What follows belongs to an exercise in optimizing a design on an open flow for small area, a short achievable clock period and few clock cycles; a production flow would make more cautious choices.
The RTL was checked by simulation tests, not by an equivalence proof against the original design.
Power figures rest on the tool's default switching activity, not on a simulated workload.

## the reference run
==> flow/design.v <==
`default_nettype none
package ppu_pkg;
  localparam int ROWS   = 16;                  
  localparam int SPIKES = 16;                  
  typedef logic [$clog2(ROWS)-1:0]     row_id_t;      
  typedef logic [SPIKES-1:0]           spike_pat_t;   
  typedef logic [$clog2(SPIKES+1)-1:0] popcnt_t;      
  typedef logic [ROWS-1:0]             row_mask_t;    
  typedef struct packed {
    row_id_t    addr;
    spike_pat_t pattern;
  } tile_write_t;
  typedef struct packed {
    row_id_t row_id;
    logic    last;                             
  } row_query_t;
  typedef struct packed {
    row_id_t   row_id;
    logic      last;
    row_mask_t subset_mask;                    
  } match_t;
  typedef struct packed {
    row_id_t    row_id;
    row_id_t    prefix_id;                     
    spike_pat_t residual;
    logic       last;
  } task_t;
  typedef enum logic [1:0] {
    SEQ_IDLE,                                  
    SEQ_ISSUE,                                 
    SEQ_DRAIN                                  
  } seq_state_t;
endpackage
`default_nettype wire
`timescale 1ns/1ps
`default_nettype none
module ppu_top
(
  input  logic        clk,
  input  logic        rst_n,
  input  logic        tile_wr_valid,           
  output logic        tile_wr_ready,
  input  logic [19:0] tile_wr,                 
  input  logic        tile_start,              
  output logic        busy,
  output logic        tile_done,
  output logic        task_valid,              
  input  logic        task_ready,
  output logic [24:0] task_data                
);
  localparam int ROWS = 16;
  logic        rdy_q;                          
  logic        busy_q;
  logic        done_q;
  logic        tv_q;                           
  logic        mv_q;                           
  logic [4:0]  p_q;                            
  logic [24:0] t_q;                            
  logic        we, start_acc, en, stall, take_last;
  assign we        = tile_wr_valid && rdy_q;
  assign start_acc = tile_start && rdy_q;
  assign en        = !tv_q || task_ready;
  assign stall     = tv_q && !task_ready;
  assign take_last = tv_q && task_ready && t_q[0];
  logic        wv_q;
  logic [3:0]  wa_q;
  logic [15:0] wd_q;
  logic [3:0]  wk;                             
  logic [4:0]  wcnt;
  logic [15:0] fw;                             
  always_ff @(posedge clk) begin
    if (!rst_n) wv_q <= 1'b0;
    else        wv_q <= we;
    wa_q <= tile_wr[19:16];
    wd_q <= tile_wr[15:0];
  end
  always_comb
    for (int j = 0; j < ROWS; j++) fw[j] = wv_q && (wa_q == j);
  logic [15:0] pat [ROWS];
  always_ff @(posedge clk) begin
    for (int j = 0; j < ROWS; j++)
      if (fw[j]) pat[j] <= wd_q;
  end
  always_comb begin
    wcnt = '0;
    for (int b = 0; b < 16; b++) wcnt = wcnt + {4'd0, wd_q[b]};
  end
  assign wk = wcnt[3:0] - 4'd1;               
  logic [15:0] nz_q;                           
  logic [3:0]  pk_q [ROWS];                    
  always_ff @(posedge clk) begin
    if (!rst_n) nz_q <= '0;
    else if (wv_q) nz_q[wa_q] <= |wd_q;
  end
  always_ff @(posedge clk) begin
    for (int j = 0; j < ROWS; j++)
      if (fw[j]) pk_q[j] <= wk;
  end
  logic [15:0] qa;
  logic [15:0] hit_a;
  logic        hit_w;
  always_comb begin
    qa = fw[p_q[3:0]] ? wd_q : pat[p_q[3:0]];
    hit_w = ((wd_q & ~qa) == 16'h0);
    for (int j = 0; j < ROWS; j++)
      hit_a[j] = (fw[j] ? hit_w : ((pat[j] & ~qa) == 16'h0)) && (p_q[3:0] != j);
  end
  logic [15:0] hit_q;
  logic [15:0] q_q;
  logic [3:0]  row_q;
  always_ff @(posedge clk) begin
    hit_q <= hit_a;
    q_q   <= qa;
    row_q <= p_q[3:0];
  end
  logic        nzr;
  logic [15:0] cand, a1, a2, best;
  logic        found;
  logic [3:0]  best_id;
  logic [15:0] pbest;
  logic [15:0] res;
  logic        g3, g2, g1, h3, h2, h1;
  logic        seen;
  always_comb begin
    nzr  = nz_q[row_q];
    cand = hit_q & nz_q & {16{nzr}};
    g3 = 1'b0; g2 = 1'b0; g1 = 1'b0;
    for (int j = 0; j < ROWS; j++) begin
      g3 = g3 | (cand[j] && pk_q[j][3:2] == 2'd3);
      g2 = g2 | (cand[j] && pk_q[j][3:2] >= 2'd2);
      g1 = g1 | (cand[j] && pk_q[j][3:2] >= 2'd1);
    end
    for (int j = 0; j < ROWS; j++)
      a1[j] = cand[j] && (pk_q[j][3:2] == 2'd3 || !g3)
                      && (pk_q[j][3:2] >= 2'd2 || !g2)
                      && (pk_q[j][3:2] >= 2'd1 || !g1);
    h3 = 1'b0; h2 = 1'b0; h1 = 1'b0;
    for (int j = 0; j < ROWS; j++) begin
      h3 = h3 | (a1[j] && pk_q[j][1:0] == 2'd3);
      h2 = h2 | (a1[j] && pk_q[j][1:0] >= 2'd2);
      h1 = h1 | (a1[j] && pk_q[j][1:0] >= 2'd1);
    end
    for (int j = 0; j < ROWS; j++)
      a2[j] = a1[j] && (pk_q[j][1:0] == 2'd3 || !h3)
                    && (pk_q[j][1:0] >= 2'd2 || !h2)
                    && (pk_q[j][1:0] >= 2'd1 || !h1);
    seen = 1'b0;
    for (int j = 0; j < ROWS; j++) begin
      best[j] = a2[j] && !seen;
      seen    = seen | a2[j];
    end
    found   = |cand;
    best_id = '0;
    pbest   = '0;
    for (int j = 0; j < ROWS; j++) begin
      if (best[j]) best_id = best_id | j[3:0];
      pbest = pbest | (pat[j] & {16{best[j]}});
    end
    res = q_q & ~pbest & {16{nzr}};            
  end
  always_ff @(posedge clk) begin
    if (en) t_q <= {row_q, found ? best_id : row_q, res, row_q == 4'd15};
  end
  always_ff @(posedge clk) begin
    if (!rst_n) begin
      rdy_q  <= 1'b1;
      busy_q <= 1'b0;
      done_q <= 1'b0;
      tv_q   <= 1'b0;
      mv_q   <= 1'b0;
      p_q    <= '0;
    end else begin
      done_q <= take_last;
      if (start_acc) begin
        rdy_q  <= 1'b0;
        busy_q <= 1'b1;
        p_q    <= 5'd1;
        mv_q   <= 1'b1;                        
      end else if (!busy_q) begin
        p_q    <= '0;
        mv_q   <= 1'b0;
      end else if (stall) begin
        p_q    <= {1'b0, t_q[24:21]} + 5'd1;   
        mv_q   <= 1'b0;
      end else begin
        if (!p_q[4]) p_q <= p_q + 5'd1;
        mv_q   <= !p_q[4];
      end
      if (take_last) begin
        busy_q <= 1'b0;
        rdy_q  <= 1'b1;
      end
      if (en) tv_q <= mv_q && busy_q;
    end
  end
  assign tile_wr_ready = rdy_q;
  assign busy          = busy_q;
  assign tile_done     = done_q;
  assign task_valid    = tv_q;
  assign task_data     = t_q;
endmodule
`default_nettype wire
clock: 26.5 ns
lec_check: 0
cap_margin: 20
core_margin: 2
core_utilization: 40
slew_margin: 20
run.sh (not shown) runs the stock make flow with config.mk's settings and CLKGATE_MAP_FILE= SYNTH_SCRIPT=/design/flow/synth_recipe.tcl, a recipe that flattens the netlist after the stock synthesis.
Testbench counts of the reference run, summed over its fixed seeds: cycles 6,720.
The inputs of the trial run differ from those of the reference run as listed below.
--- a/flow/design.v
+++ b/flow/design.v
@@ -62,24 +62,21 @@
   assign en        = !tv_q || task_ready;
   assign stall     = tv_q && !task_ready;
   assign take_last = tv_q && task_ready && t_q[0];
+  logic [15:0] pat [ROWS];
+  always_ff @(posedge clk) begin
+    for (int j = 0; j < ROWS; j++)
+      if (we && (tile_wr[19:16] == j)) pat[j] <= tile_wr[15:0];
+  end
   logic        wv_q;
   logic [3:0]  wa_q;
   logic [15:0] wd_q;
   logic [3:0]  wk;                             
   logic [4:0]  wcnt;
-  logic [15:0] fw;                             
   always_ff @(posedge clk) begin
     if (!rst_n) wv_q <= 1'b0;
     else        wv_q <= we;
     wa_q <= tile_wr[19:16];
     wd_q <= tile_wr[15:0];
-  end
-  always_comb
-    for (int j = 0; j < ROWS; j++) fw[j] = wv_q && (wa_q == j);
-  logic [15:0] pat [ROWS];
-  always_ff @(posedge clk) begin
-    for (int j = 0; j < ROWS; j++)
-      if (fw[j]) pat[j] <= wd_q;
   end
   always_comb begin
     wcnt = '0;
@@ -94,16 +91,14 @@
   end
   always_ff @(posedge clk) begin
     for (int j = 0; j < ROWS; j++)
-      if (fw[j]) pk_q[j] <= wk;
+      if (wv_q && (wa_q == j)) pk_q[j] <= wk;
   end
   logic [15:0] qa;
   logic [15:0] hit_a;
-  logic        hit_w;
   always_comb begin
-    qa = fw[p_q[3:0]] ? wd_q : pat[p_q[3:0]];
-    hit_w = ((wd_q & ~qa) == 16'h0);
+    qa = pat[p_q[3:0]];
     for (int j = 0; j < ROWS; j++)
-      hit_a[j] = (fw[j] ? hit_w : ((pat[j] & ~qa) == 16'h0)) && (p_q[3:0] != j);
+      hit_a[j] = ((pat[j] & ~qa) == 16'h0) && (p_q[3:0] != j);
   end
   logic [15:0] hit_q;
   logic [15:0] q_q;
Findings:
- In the trial run relative to the reference run, final design instance area without fill had gone up by a few percent.
- Taking the reference run as the reference, in the trial run clock network power share now sits higher; power dissipated in the clock network picked up an extra 19%; share of synthesized area occupied by flip-flops and latches went down; power density over the cells moved up.
- When the trial run is measured against the reference run, its global-route usage turns out 4.9 points higher.
- Going from the reference run to the trial run, via count of the first global-routing pass grew slightly.
- Looking at mux contribution to synthesized area across the reference run and the trial run, the one that comes out lower is the reference run.
- Count of clock-buffer cells in the layout (higher): the reference run
- Setup slack was lower in the trial run than in the reference run.
- The reference run → the trial run: met3 usage in global routing saw an increase; count of flip-flops with a built-in enable after synthesis saw little to no change; synthesized cell count saw an increase.
Testbench counts of the trial run, summed over its fixed seeds: cycles 6,720.

[afterwards: timing with drivers on the ports]
The flow's constraints put no driver on any port. The routed layouts listed below were extracted and timed again, unchanged, in two steps. Step 1 assumes that a clkbuf_16 drives the clock port and a buf_2 every other input. Step 2 times the ports against the registers' clock, not the clock port: input delays grow and output delays shrink by t, the midpoint of the rising clock arrivals with the driver on. Slacks: no drivers / after step 1 / after step 2; pairs: no drivers / after step 1.
run | shift t [ns] | setup slack, ns | latest minus earliest clock arrival (ns) | worst register clock-pin slew, ns
the reference run | 0.650 | 19.568 / 19.510 / 19.567 | 0.034 / 0.034 | 0.07 / 0.07
the trial run | 0.667 | 19.447 / 19.482 / 18.815 | 0.020 / 0.020 | 0.07 / 0.07
After both steps every run listed still meets setup and hold. For the trial run, which loses most, drivers alone change the setup slack by +0.035 ns; drivers and shift together by -0.632 ns.
